What follows belongs to an exercise in optimizing a design on an open flow for small area; a production flow would make more cautious choices. The RTL was checked by simulation tests, not by an equivalence proof against the original design. Power figures rest on the tool's default switching activity, not on a simulated workload.

==> flow/design.v <==
`timescale 1ns/1ps
`default_nettype none
module mem_cache_top (
    input  wire               ui_clk,
    input  wire               rst_n,
    input  wire               init_calib_complete,
    input  wire               cs,
    input  wire  [31:0]       host_addr,
    input  wire               host_lo,
    input  wire               host_hi,
    input  wire               host_we,
    input  wire  [15:0]       host_wdata,
    output logic [15:0]       rdata,
    output logic              busy,
    output logic              ready,
    output logic [27:0]       app_addr,
    output logic [2:0]        app_cmd,
    output logic              app_en,
    output logic [127:0]      app_wdf_data,
    output logic              app_wdf_wren,
    input  wire               app_rdy,
    input  wire               app_wdf_rdy,
    input  wire  [127:0]      app_rd_data,
    input  wire               app_rd_data_valid
);
    localparam logic [3:0] ST_START = 4'd0,    
                           ST_IDLE  = 4'd1,    
                           ST_CHK   = 4'd2,    
                           ST_VICT  = 4'd3,    
                           ST_WB    = 4'd4,    
                           ST_RDCMD = 4'd5,    
                           ST_RDWT  = 4'd6,    
                           ST_FILL  = 4'd7,    
                           ST_FIN   = 4'd8,    
                           ST_RDY   = 4'd9,    
                           ST_LDV   = 4'd10,   
                           ST_FILL2 = 4'd11;   
    logic [3:0]   state;
    logic [5:0]   t;             
    logic [1:0]   ptr;           
    logic [1:0]   pc;            
    logic         lane;          
    logic         found;
    logic         cmd_pend;
    logic         dat_pend;
    logic [28:0]  r_addr;
    logic         r_lo, r_hi, r_we;
    logic [15:0]  r_dat;         
    logic [127:0] s0, s1, s2, s3;
    logic [24:0]  g0, g1, g2, g3;
    logic [3:0]   v;             
    logic [3:0]   d;             
    logic [127:0] c;             
    logic [24:0]  ar;            
    logic         ld_rd;         
    logic         ld_v;          
    logic         ld_ar_v;       
    logic         ld_ar_l;       
    logic [28:0]  la;
    logic [24:0]  line;
    logic [3:0]   off;
    logic         want;
    logic         match;
    logic         at_byte;       
    logic         vap;           
    logic         vp0;           
    logic         fill;          
    logic         fillw;         
    logic         cshift;        
    logic         wr_now;
    logic         take;
    logic [7:0]   wbyte;
    assign la    = r_addr + {28'd0, lane};
    assign line  = la[28:4];
    assign off   = la[3:0];
    assign want  = lane ? r_hi : r_lo;
    assign match = v[0] && (g0 == line);
    assign at_byte = match && (t[5:2] == off);
    assign vap   = (t[1:0] == ptr);
    assign vp0   = vap && (t[5:2] == 4'd0);
    assign fill  = (state == ST_FILL) && vp0;
    assign fillw = fill || ((state == ST_FILL2) && vap && !vp0);
    assign cshift = fillw || ((state == ST_VICT) && vp0) || ((state == ST_LDV) && vap && !vp0);
    assign take  = (state == ST_IDLE) && cs;
    assign wr_now = (state == ST_FIN) && want && at_byte && r_we;
    assign wbyte = lane ? r_dat[15:8] : r_dat[7:0];
    assign rdata        = r_dat;
    assign busy         = (state != ST_IDLE);
    assign ready        = (state == ST_RDY);
    assign app_en       = ((state == ST_WB) && cmd_pend) || (state == ST_RDCMD);
    assign app_cmd      = {2'b00, state == ST_RDCMD};
    assign app_addr     = {ar, 3'b000};
    assign app_wdf_wren = (state == ST_WB) && dat_pend;
    assign app_wdf_data = c;
    always_ff @(posedge ui_clk) begin
        s1 <= {s0[127:8], fillw ? c[7:0] : wr_now ? wbyte : s0[7:0]};
        s2 <= s1;
        s3 <= s2;
        s0 <= {s3[7:0], s3[127:8]};
        g1 <= fill ? line : g0;
        g2 <= g1;
        g3 <= g2;
        g0 <= g3;
        d[1] <= fill ? 1'b0 : (d[0] | wr_now);
        d[2] <= d[1];
        d[3] <= d[2];
        d[0] <= d[3];
        if (!rst_n) v <= 4'd0;
        else        v <= {v[2:0], v[3]} | {2'b00, fill, 1'b0};
    end
    always_ff @(posedge ui_clk) begin
        if (!rst_n) begin
            state <= ST_START;
            t     <= 6'd0;
            ptr   <= 2'd0;
        end else begin
            t <= t + 6'd1;
            case (state)
                ST_START: if (init_calib_complete) state <= ST_IDLE;
                ST_IDLE: if (cs) begin
                    state <= ST_CHK;
                    lane  <= 1'b0;
                    pc    <= 2'd0;
                    found <= 1'b0;
                end
                ST_CHK: begin
                    pc    <= pc + 2'd1;
                    found <= found | match;
                    if (!want || pc == 2'd3) begin
                        pc    <= 2'd0;
                        found <= 1'b0;
                        if (want && !found && !match) state <= ST_VICT;
                        else if (lane) begin
                            lane  <= 1'b0;
                            state <= ST_FIN;
                        end else lane <= 1'b1;
                    end
                end
                ST_VICT: if (vp0) state <= (v[0] && d[0]) ? ST_LDV : ST_RDCMD;
                ST_LDV: if (vp0) begin
                    cmd_pend <= 1'b1;
                    dat_pend <= 1'b1;
                    state    <= ST_WB;
                end
                ST_WB: begin
                    if (app_rdy) cmd_pend <= 1'b0;
                    if (app_wdf_rdy) dat_pend <= 1'b0;
                    if ((!cmd_pend || app_rdy) && (!dat_pend || app_wdf_rdy)) state <= ST_RDCMD;
                end
                ST_RDCMD: if (app_rdy) state <= ST_RDWT;
                ST_RDWT: if (app_rd_data_valid) state <= ST_FILL;
                ST_FILL: if (vp0) state <= ST_FILL2;
                ST_FILL2: if (vp0) begin
                    ptr   <= ptr + 2'd1;
                    lane  <= 1'b0;
                    pc    <= 2'd0;
                    found <= 1'b0;
                    state <= ST_CHK;
                end
                ST_FIN: if (!want || at_byte) begin
                    lane <= 1'b1;
                    if (lane) state <= ST_RDY;
                end
                ST_RDY: state <= ST_IDLE;
                default: state <= ST_START;
            endcase
        end
    end
    always_ff @(posedge ui_clk) begin
        if (take) begin
            r_addr <= host_addr[28:0];
            r_lo   <= host_lo;
            r_hi   <= host_hi;
            r_we   <= host_we;
            r_dat  <= host_wdata;
        end
        if ((state == ST_FIN) && (!want || at_byte)) begin
            if (lane) r_dat[15:8] <= want ? s0[7:0] : 8'h00;
            else      r_dat[7:0]  <= want ? s0[7:0] : 8'h00;
        end
    end
    assign ld_rd   = (state == ST_RDWT) && app_rd_data_valid;
    assign ld_v    = cshift;
    assign ld_ar_v = (state == ST_VICT) && vp0 && v[0] && d[0];
    assign ld_ar_l = (state == ST_CHK) || ((state == ST_WB) && (!cmd_pend || app_rdy));
    always_ff @(posedge ui_clk) begin
        c  <= ({128{ld_rd}} & app_rd_data) | ({128{ld_v}} & {s0[7:0], c[127:8]})
            | ({128{!ld_rd && !ld_v}} & c);
        ar <= ({25{ld_ar_v}} & g0) | ({25{ld_ar_l}} & line)
            | ({25{!ld_ar_v && !ld_ar_l}} & ar);
    end
endmodule
`default_nettype wire
export LEC_CHECK = 0
export CAP_MARGIN = 20
export CORE_MARGIN = 2
export CORE_UTILIZATION = 40
export SLEW_MARGIN = 20
create_clock -name core_clock -period 6.0 [get_ports {ui_clk}]
standard.sh (not shown) runs the stock make flow with config.mk's settings and CLKGATE_MAP_FILE= SYNTH_SCRIPT=/design/flow/synth_recipe.tcl, a recipe that flattens the netlist after the stock synthesis.
==> flow/flow/run.sh <==
#!/bin/bash
# Standard ORFS layout with two changes: the port buffers use the smallest
# buffer cell, and CTS builds its tree from clkbuf_4 with larger sink
# clusters and without dummy loads.  Each tool's output goes to its own log.
set -euo pipefail
cd "$(dirname "$0")/.."
export BUFFER_PORTS_ARGS="-buffer_cell sky130_fd_sc_hd__buf_1"
export CTS_ARGS="-sink_clustering_enable -repair_clock_nets -dont_use_dummy_load -buf_list sky130_fd_sc_hd__clkbuf_4 -sink_clustering_size 10 -sink_clustering_max_diameter 40"
bash standard.sh > standard_flow.log 2>&1
The starting point finished clean.
Rerun with:
--- a/flow/design.v
+++ b/flow/design.v
@@ -31,11 +31,9 @@
                            ST_RDCMD = 4'd5,    
                            ST_RDWT  = 4'd6,    
                            ST_FILL  = 4'd7,    
                            ST_FIN   = 4'd8,    
-                           ST_RDY   = 4'd9,    
-                           ST_LDV   = 4'd10,   
-                           ST_FILL2 = 4'd11;   
+                           ST_RDY   = 4'd9;    
     logic [3:0]   state;
     logic [5:0]   t;             
     logic [1:0]   ptr;           
     logic [1:0]   pc;            
@@ -44,9 +42,9 @@
     logic         cmd_pend;
     logic         dat_pend;
     logic [28:0]  r_addr;
     logic         r_lo, r_hi, r_we;
-    logic [15:0]  r_dat;         
+    logic [15:0]  r_wd;
     logic [127:0] s0, s1, s2, s3;
     logic [24:0]  g0, g1, g2, g3;
     logic [3:0]   v;             
     logic [3:0]   d;             
@@ -61,13 +59,10 @@
     logic [3:0]   off;
     logic         want;
     logic         match;
     logic         at_byte;       
-    logic         vap;           
     logic         vp0;           
-    logic         fill;          
-    logic         fillw;         
-    logic         cshift;        
+    logic         fill;
     logic         wr_now;
     logic         take;
     logic [7:0]   wbyte;
     assign la    = r_addr + {28'd0, lane};
@@ -75,26 +70,22 @@
     assign off   = la[3:0];
     assign want  = lane ? r_hi : r_lo;
     assign match = v[0] && (g0 == line);
     assign at_byte = match && (t[5:2] == off);
-    assign vap   = (t[1:0] == ptr);
-    assign vp0   = vap && (t[5:2] == 4'd0);
+    assign vp0   = (t[1:0] == ptr) && (t[5:2] == 4'd0);
     assign fill  = (state == ST_FILL) && vp0;
-    assign fillw = fill || ((state == ST_FILL2) && vap && !vp0);
-    assign cshift = fillw || ((state == ST_VICT) && vp0) || ((state == ST_LDV) && vap && !vp0);
     assign take  = (state == ST_IDLE) && cs;
     assign wr_now = (state == ST_FIN) && want && at_byte && r_we;
-    assign wbyte = lane ? r_dat[15:8] : r_dat[7:0];
-    assign rdata        = r_dat;
+    assign wbyte = lane ? r_wd[15:8] : r_wd[7:0];
     assign busy         = (state != ST_IDLE);
     assign ready        = (state == ST_RDY);
     assign app_en       = ((state == ST_WB) && cmd_pend) || (state == ST_RDCMD);
     assign app_cmd      = {2'b00, state == ST_RDCMD};
     assign app_addr     = {ar, 3'b000};
     assign app_wdf_wren = (state == ST_WB) && dat_pend;
     assign app_wdf_data = c;
     always_ff @(posedge ui_clk) begin
-        s1 <= {s0[127:8], fillw ? c[7:0] : wr_now ? wbyte : s0[7:0]};
+        s1 <= fill ? c : {s0[127:8], wr_now ? wbyte : s0[7:0]};
         s2 <= s1;
         s3 <= s2;
         s0 <= {s3[7:0], s3[127:8]};
         g1 <= fill ? line : g0;
@@ -135,23 +126,23 @@
                             state <= ST_FIN;
                         end else lane <= 1'b1;
                     end
                 end
-                ST_VICT: if (vp0) state <= (v[0] && d[0]) ? ST_LDV : ST_RDCMD;
-                ST_LDV: if (vp0) begin
-                    cmd_pend <= 1'b1;
-                    dat_pend <= 1'b1;
-                    state    <= ST_WB;
+                ST_VICT: if (vp0) begin
+                    if (v[0] && d[0]) begin
+                        cmd_pend <= 1'b1;
+                        dat_pend <= 1'b1;
+                        state    <= ST_WB;
+                    end else state <= ST_RDCMD;
                 end
                 ST_WB: begin
                     if (app_rdy) cmd_pend <= 1'b0;
                     if (app_wdf_rdy) dat_pend <= 1'b0;
                     if ((!cmd_pend || app_rdy) && (!dat_pend || app_wdf_rdy)) state <= ST_RDCMD;
                 end
                 ST_RDCMD: if (app_rdy) state <= ST_RDWT;
                 ST_RDWT: if (app_rd_data_valid) state <= ST_FILL;
-                ST_FILL: if (vp0) state <= ST_FILL2;
-                ST_FILL2: if (vp0) begin
+                ST_FILL: if (vp0) begin
                     ptr   <= ptr + 2'd1;
                     lane  <= 1'b0;
                     pc    <= 2'd0;
                     found <= 1'b0;
@@ -171,21 +162,22 @@
             r_addr <= host_addr[28:0];
             r_lo   <= host_lo;
             r_hi   <= host_hi;
             r_we   <= host_we;
-            r_dat  <= host_wdata;
+            r_wd   <= host_wdata;
+            rdata  <= 16'h0000;
         end
-        if ((state == ST_FIN) && (!want || at_byte)) begin
-            if (lane) r_dat[15:8] <= want ? s0[7:0] : 8'h00;
-            else      r_dat[7:0]  <= want ? s0[7:0] : 8'h00;
+        if ((state == ST_FIN) && want && at_byte) begin
+            if (lane) rdata[15:8] <= s0[7:0];
+            else      rdata[7:0]  <= s0[7:0];
         end
     end
     assign ld_rd   = (state == ST_RDWT) && app_rd_data_valid;
-    assign ld_v    = cshift;
-    assign ld_ar_v = (state == ST_VICT) && vp0 && v[0] && d[0];
+    assign ld_v    = (state == ST_VICT) && vp0;
+    assign ld_ar_v = ld_v && v[0] && d[0];
     assign ld_ar_l = (state == ST_CHK) || ((state == ST_WB) && (!cmd_pend || app_rdy));
     always_ff @(posedge ui_clk) begin
-        c  <= ({128{ld_rd}} & app_rd_data) | ({128{ld_v}} & {s0[7:0], c[127:8]})
+        c  <= ({128{ld_rd}} & app_rd_data) | ({128{ld_v}} & s0)
             | ({128{!ld_rd && !ld_v}} & c);
         ar <= ({25{ld_ar_v}} & g0) | ({25{ld_ar_l}} & line)
             | ({25{!ld_ar_v && !ld_ar_l}} & ar);
     end
After rerunning: Setup slack gets worse by 80 ps. Wire length increases by 10%. Combinational power went down by about 11%. Final area came out higher by about 6.5%. Area after synthesis grows by about 7%. Final cell count goes up by 5.2%. Register-to-register slack loses 80 ps. Die area rises by about 7%. Critical path depth stays the same. Non-clock buffer count drops by 1. Via count is higher by 6.0%. Total power drops by 2.2%.

==> re-timing with driven ports <==
The flow's constraints put no driver on any port. The routed layouts listed below were extracted and timed again, unchanged, in two steps. Step 1: set_driving_cell puts a clkbuf_16 on ui_clk and a buf_2 on each other input, an assumption about the parent block. Step 2 times the ports against the registers' clock, not the clock port: input delays grow and output delays shrink by t, the midpoint of the rising clock arrivals with the driver on. a / b / c = no drivers / after step 1 / after step 2; a / b = the first two.
run | t, ns | setup slack, ns | worst register clock-pin slew, ns | cell pins on the clock port's net
the first run | 0.851 | 1.303 / 1.303 / 1.303 | 0.11 / 0.11 | 1
the second run | 0.877 | 1.222 / 1.222 / 1.222 | 0.11 / 0.11 | 1
After both steps setup and hold are still met in every run listed.
